What follows belongs to an exercise in optimizing a design on an open flow for small area, a short achievable clock period and few clock cycles per item; a production flow would make more cautious choices.
Where RTL was checked, it was by simulation tests only, not by an equivalence proof against the original.
Power and IR drop assume default switching activity.

==> flow/design.v (excerpt) <==
module cooperative_task_timer_table #(
	parameter int MAX_TASKS = 8
) (
	input  logic        clk,
	input  logic        arst_n,
	input  logic        s_tvalid,
	output logic        s_tready,
	input  logic [47:0] s_tdata,   
	input  logic [1:0]  s_tuser,   
	output logic        m_tvalid,
	input  logic        m_tready,
	output logic [15:0] m_tdata,   
	output logic [0:0]  m_tuser,   
	output logic        m_tlast
);
	localparam int N    = MAX_TASKS;
	localparam int TW   = ctt_pkg::TASKW;
	localparam int CW   = ctt_pkg::CNTW;
	localparam int NB   = CW / 4;                         
	localparam int SW   = ctt_pkg::SLOTW;
	localparam int BW   = SW + TW + ctt_pkg::STATW + 2;   
	logic [N-1:0]         valid_q;
	logic [N-1:0]         run_q;
	logic [N-1:0][TW-1:0] tid_q;
	logic [N-1:0][CW-1:0] ndly_q;    
	logic [N-1:0][NB-1:0] nz_q;      
	logic [N-1:0][CW-1:0] per_q;
	logic                 disp_q;    
	logic                 m_v_q;
	logic [BW-1:0]        m_q;
	logic                 out_rdy;
	logic                 acc;
	logic                 do_tick, do_add, do_del, do_disp;
	logic                 disp_go;
	logic [N-1:0]         due;
	logic [N-1:0]         add_sel;
	logic [N-1:0]         disp_sel;
	logic [N-1:0]         del_sel;
	logic [SW-1:0]        add_idx;
  ...
For scale: ~1400 cells after synthesis, ~74 I/O pins, ~17000 um^2 of cells after synthesis.
export LEC_CHECK = 0
export CAP_MARGIN = 20
export CORE_MARGIN = 2
export CORE_UTILIZATION = 40
export SETUP_SLACK_MARGIN = 2.0
export SLEW_MARGIN = 20
create_clock -name core_clock -period 4.0 [get_ports {clk}]
run.sh (not shown) runs the stock make flow with config.mk's settings and CLKGATE_MAP_FILE= SYNTH_SCRIPT=/design/flow/synth_recipe.tcl, a recipe that flattens the netlist after the stock synthesis.
Then changed:
CTS_CLUSTER_DIAMETER = 100   (was unset)
CTS_CLUSTER_SIZE = 24   (was unset)
After rerunning:
- final area shrinks by 1.3%
- worst hold slack improves by 0.0097 ns
- routed wire length stays flat
No run of this note included a check of the RTL's function; only the layout flow was run.

========
cooperative_task_timer_table, a different RTL version from the one above (not shown whole).
Size: ~1400 cells after synthesis, roughly 360 flip-flops, ~74 I/O pins.
clock: 4.0 ns
lec_check: 0
cap_margin: 20
core_margin: 2
core_utilization: 40
cts_cluster_diameter: 100
cts_cluster_size: 24
setup_slack_margin: 1.8
slew_margin: 20
standard.sh (not shown) runs the stock make flow with config.mk's settings and CLKGATE_MAP_FILE= SYNTH_SCRIPT=/design/flow/synth_recipe.tcl, a recipe that flattens the netlist after the stock synthesis.
==> flow/flow/run.sh <==
#!/bin/bash
# Own flow: the standard layout (standard.sh, which runs the standard
# synthesis unchanged), with one change: the port buffers that global
# placement inserts are sky130_fd_sc_hd__buf_2 instead of the cell
# buffer_ports picks by itself. The make output goes to standard.log.
set -euo pipefail
export BUFFER_PORTS_ARGS="-buffer_cell sky130_fd_sc_hd__buf_2"
bash standard.sh > standard.log 2>&1
Testbench counts at the start, summed over its fixed seeds: cycles 13,323, items 12,000.
Edit:
Settings changed: CORE_UTILIZATION 40 to 60.
Result:
- synthesized area is unchanged
- hold slack improves by 0.020 ns
- combinational power barely changes
- maximum frequency fell slightly
- clock-buffer cell count rose by 1
- power stays flat
- final cell count fell by roughly a tenth
Edit:
==> flow/run.sh (new file) <==
#!/bin/bash
# synth_recipe.tcl (not shown) runs the flow's synth.tcl, then flattens the netlist and writes it again
# the make line also repeats each setting of config.mk as NAME=value (left out here)
make -C /OpenROAD-flow-scripts/flow DESIGN_CONFIG=/design/flow/config.mk WORK_HOME=/design/flow/orfs CLKGATE_MAP_FILE= SYNTH_SCRIPT=/design/flow/synth_recipe.tcl finish
Settings changed: CORE_UTILIZATION 60 to 40, SETUP_SLACK_MARGIN 1.8 to 1.7.
removed: flow/flow/run.sh
removed: flow/standard.sh
The new run ran to the end with violations: antenna rules.
Worst setup slack degrades by 0.038 ns.
Total power grows by 1.5%.
Non-clock buffer count went up by 31.
Final cell count grows by 12%.
Area after synthesis does not change.
Synthesized cell count is unchanged.
Routed wire length grows by 4.1%.
Maximum frequency is lower by about 1.6%.
Global-route usage is lower by 9.4 points.
Sequential share of layout area drops by 2.2 points.
Register-to-register slack loses 0.06 ns.

========
Setup of exp/quartz:
The RTL this note starts from:
==> flow/design.v <==
`timescale 1ns / 1ps
package ctt_pkg;
	localparam int SLOTW   = 4;
	localparam int TASKW   = 8;
	localparam int CNTW    = 16;
	localparam int SLOTINW = 3;
	localparam int STATW   = 2;
	typedef enum logic [1:0] {
		FUNC_TICK     = 2'd0,
		FUNC_ADD      = 2'd1,
		FUNC_DELETE   = 2'd2,
		FUNC_DISPATCH = 2'd3
	} func_t;
	typedef enum logic [STATW-1:0] {
		ST_OK    = 2'd0,
		ST_FULL  = 2'd1,
		ST_EMPTY = 2'd2
	} status_t;
	typedef struct packed {
		logic             valid;
		logic [TASKW-1:0] task_id;
		logic [CNTW-1:0]  delay;
		logic [CNTW-1:0]  period;
		logic             run;
	} slot_rec_t;
endpackage
`timescale 1ns / 1ps
module ctt_cell (
	input  logic               clk,
	input  logic               arst_n,
	input  logic               shift,
	input  ctt_pkg::slot_rec_t d,
	output ctt_pkg::slot_rec_t q
);
	ctt_pkg::slot_rec_t rec_q;
	always_ff @(posedge clk or negedge arst_n) begin
		if (!arst_n) begin
			rec_q <= '0;
		end else if (shift) begin
			rec_q <= d;
		end
	end
	assign q = rec_q;
endmodule
`timescale 1ns / 1ps
module cooperative_task_timer_table #(
	parameter int MAX_TASKS = 8
) (
	input  logic        clk,
	input  logic        arst_n,
	input  logic        s_tvalid,
	output logic        s_tready,
	input  logic [47:0] s_tdata,   
	input  logic [1:0]  s_tuser,   
	output logic        m_tvalid,
	input  logic        m_tready,
	output logic [15:0] m_tdata,   
	output logic [0:0]  m_tuser,   
	output logic        m_tlast
);
	localparam int N    = MAX_TASKS;
	localparam int TW   = ctt_pkg::TASKW;
	localparam int CW   = ctt_pkg::CNTW;
	localparam int SW   = ctt_pkg::SLOTW;
	localparam int BW   = SW + TW + ctt_pkg::STATW + 2;   
	logic [N-1:0]         valid_q;
	logic [N-1:0]         run_q;
	logic [N-1:0][TW-1:0] tid_q;
	logic [N-1:0][CW-1:0] dly_q;
	logic [N-1:0][CW-1:0] per_q;
	logic                 disp_q;    
	logic                 m_v_q;
	logic [BW-1:0]        m_q;
	logic                 sk_v_q;
	logic [BW-1:0]        sk_q;
	logic                 acc;
	logic                 do_tick, do_add, do_del, do_disp;
	logic                 disp_go;
	logic                 push;
	logic [N-1:0]         due;
	logic [N-1:0]         add_sel;
	logic [N-1:0]         disp_sel;
	logic [N-1:0]         del_sel;
	logic [SW-1:0]        add_idx;
	logic [SW-1:0]        disp_idx;
	logic [TW-1:0]        disp_tid;
	logic                 any_free;
	logic                 any_due;
	logic                 more_due;
	logic [BW-1:0]        beat;
	assign s_tready = !disp_q && !sk_v_q;
	assign acc      = s_tvalid && s_tready;
	assign do_tick  = acc && (s_tuser == 2'd0);
	assign do_add   = acc && (s_tuser == 2'd1);
	assign do_del   = acc && (s_tuser == 2'd2);
	assign do_disp  = acc && (s_tuser == 2'd3);
	assign disp_go  = do_disp || (disp_q && !sk_v_q);
	assign push     = acc || (disp_q && !sk_v_q);
	assign due      = valid_q & run_q;
	always_comb begin
		add_sel  = '0;
		disp_sel = '0;
		add_idx  = SW'(N);
		disp_idx = '0;
		disp_tid = '0;
		any_free = 1'b0;
		any_due  = 1'b0;
		more_due = 1'b0;
		for (int i = N - 1; i >= 0; i--) begin
			if (!valid_q[i]) begin
				add_sel  = '0;
				add_sel[i] = 1'b1;
				add_idx  = SW'(i);
				any_free = 1'b1;
			end
		end
		for (int i = N - 1; i >= 0; i--) begin
			if (due[i]) begin
				more_due = any_due;
				disp_sel = '0;
				disp_sel[i] = 1'b1;
				disp_idx = SW'(i);
				disp_tid = tid_q[i];
				any_due  = 1'b1;
			end
		end
	end
	always_comb begin
		del_sel = '0;
		del_sel[s_tdata[42:40]] = 1'b1;
	end
	always_comb begin
		beat = {1'b1, 1'b0, ctt_pkg::ST_OK, TW'(0), SW'(0)};
		if (disp_q || s_tuser == 2'd3) begin
			if (any_due) beat = {!more_due, 1'b1, ctt_pkg::ST_OK, disp_tid, disp_idx};
		end else if (s_tuser == 2'd1) begin
			beat = {1'b1, 1'b0, any_free ? ctt_pkg::ST_OK : ctt_pkg::ST_FULL, TW'(0), add_idx};
		end else if (s_tuser == 2'd2) begin
			beat = {1'b1, 1'b0, valid_q[s_tdata[42:40]] ? ctt_pkg::ST_OK : ctt_pkg::ST_EMPTY,
			        TW'(0), SW'(s_tdata[42:40])};
		end
	end
	for (genvar i = 0; i < N; i++) begin : g_slot
		logic zero;
		assign zero = (dly_q[i] == '0);
		always_ff @(posedge clk or negedge arst_n) begin
			if (!arst_n) begin
				valid_q[i] <= 1'b0;
			end else if (do_add && add_sel[i]) begin
				valid_q[i] <= 1'b1;
			end else if ((do_del && del_sel[i]) || (disp_go && disp_sel[i] && per_q[i] == '0)) begin
				valid_q[i] <= 1'b0;
			end
		end
		always_ff @(posedge clk) begin
			if (do_tick) begin
				dly_q[i] <= zero ? per_q[i] : dly_q[i] - CW'(1);
				if (zero) run_q[i] <= 1'b1;
			end
			if (do_add && add_sel[i]) begin
				tid_q[i] <= s_tdata[7:0];
				dly_q[i] <= s_tdata[23:8];
				per_q[i] <= s_tdata[39:24];
				run_q[i] <= 1'b0;
			end
			if (disp_go && disp_sel[i]) begin
				run_q[i] <= 1'b0;
			end
		end
	end
	always_ff @(posedge clk or negedge arst_n) begin
		if (!arst_n) begin
			disp_q <= 1'b0;
		end else if (disp_go) begin
			disp_q <= more_due;
		end
	end
	always_ff @(posedge clk or negedge arst_n) begin
		if (!arst_n) begin
			m_v_q  <= 1'b0;
			sk_v_q <= 1'b0;
		end else if (!m_v_q || m_tready) begin
			m_v_q  <= sk_v_q || push;
			sk_v_q <= 1'b0;
		end else if (push) begin
			sk_v_q <= 1'b1;
		end
	end
	always_ff @(posedge clk) begin
		if (!m_v_q || m_tready) begin
			m_q <= sk_v_q ? sk_q : beat;
		end
		if (push) begin
			sk_q <= beat;
		end
	end
	assign m_tvalid   = m_v_q;
	assign m_tdata    = {2'b00, m_q[SW+TW+1:0]};
	assign m_tuser[0] = m_q[BW-2];
	assign m_tlast    = m_q[BW-1];
endmodule
Settings: LEC_CHECK=0, CAP_MARGIN=20, CORE_MARGIN=2, CORE_UTILIZATION=40, SLEW_MARGIN=20; clock period 4.0 ns.
run.sh (not shown) runs the stock make flow with config.mk's settings and CLKGATE_MAP_FILE= SYNTH_SCRIPT=/design/flow/synth_recipe.tcl, a recipe that flattens the netlist after the stock synthesis.
Stock flow here: none of the scripts above is used.
exp/quartz completed; timing, DRC and antenna clean
Testbench counts of exp/quartz, summed over its fixed seeds: cycles 13,323, items 12,000.
### exp/quartz -> exp/onyx
Settings: SETUP_SLACK_MARGIN now 2.2, previously not set.
Findings:
On worst hold margin: between exp/onyx and exp/quartz, it ends up higher for exp/onyx.
The lower smallest setup slack after layout came out of exp/quartz.
exp/onyx: buffering overhead higher than exp/quartz
Out of exp/onyx and exp/quartz, the only run to close with the timing, design-rule and antenna checks passing was exp/quartz.
exp/onyx had finished all stages when the layout checks came back failing, citing capacitance limit.

[re-timing with driven ports]
No port has a modelled driver above. Below, the same layouts with a new extraction and two added sets of constraints. Step 1 sets driving cells, clkbuf_16 on the clock port and buf_2 on the other inputs (assumed; they add their load-dependent delay and slew). Step 2 adds t to the input delays and takes it off the output delays; t is the mean of the earliest and latest rising clock arrival at the registers after step 1. Input paths then give back, and output paths get back, about the clock's delay inside the block. Slacks: no drivers / after step 1 / after step 2; pairs: no drivers / after step 1.
| run | t (ns) | setup slack, ns | worst register clock-pin slew, ns | worst data-port slew with drivers (ns) |
|---|---|---|---|---|
| the first run of note 1 | 0.600 | 1.461 / 1.461 / 0.969 | 0.07 / 0.07 | 0.07 |
| the second run of note 1 | 0.601 | 1.410 / 1.410 / 0.889 | 0.11 / 0.11 | 0.08 |
| the first run of note 2 | 0.589 | 1.713 / 1.697 / 1.230 | 0.11 / 0.11 | 0.08 |
| the second run of note 2 | 0.566 | 1.690 / 1.639 / 1.292 | 0.10 / 0.10 | 0.08 |
| the third run of note 2 | 0.575 | 1.652 / 1.601 / 1.222 | 0.10 / 0.10 | 0.06 |
| exp/quartz | 0.623 | 1.038 / 1.061 / 0.438 | 0.06 / 0.06 | 0.06 |
| exp/onyx | 0.619 | 1.605 / 1.605 / 1.158 | 0.07 / 0.07 | 0.14 |
The setup slack of exp/quartz, which loses most, moves by +0.023 ns with the drivers and by -0.600 ns with both steps.
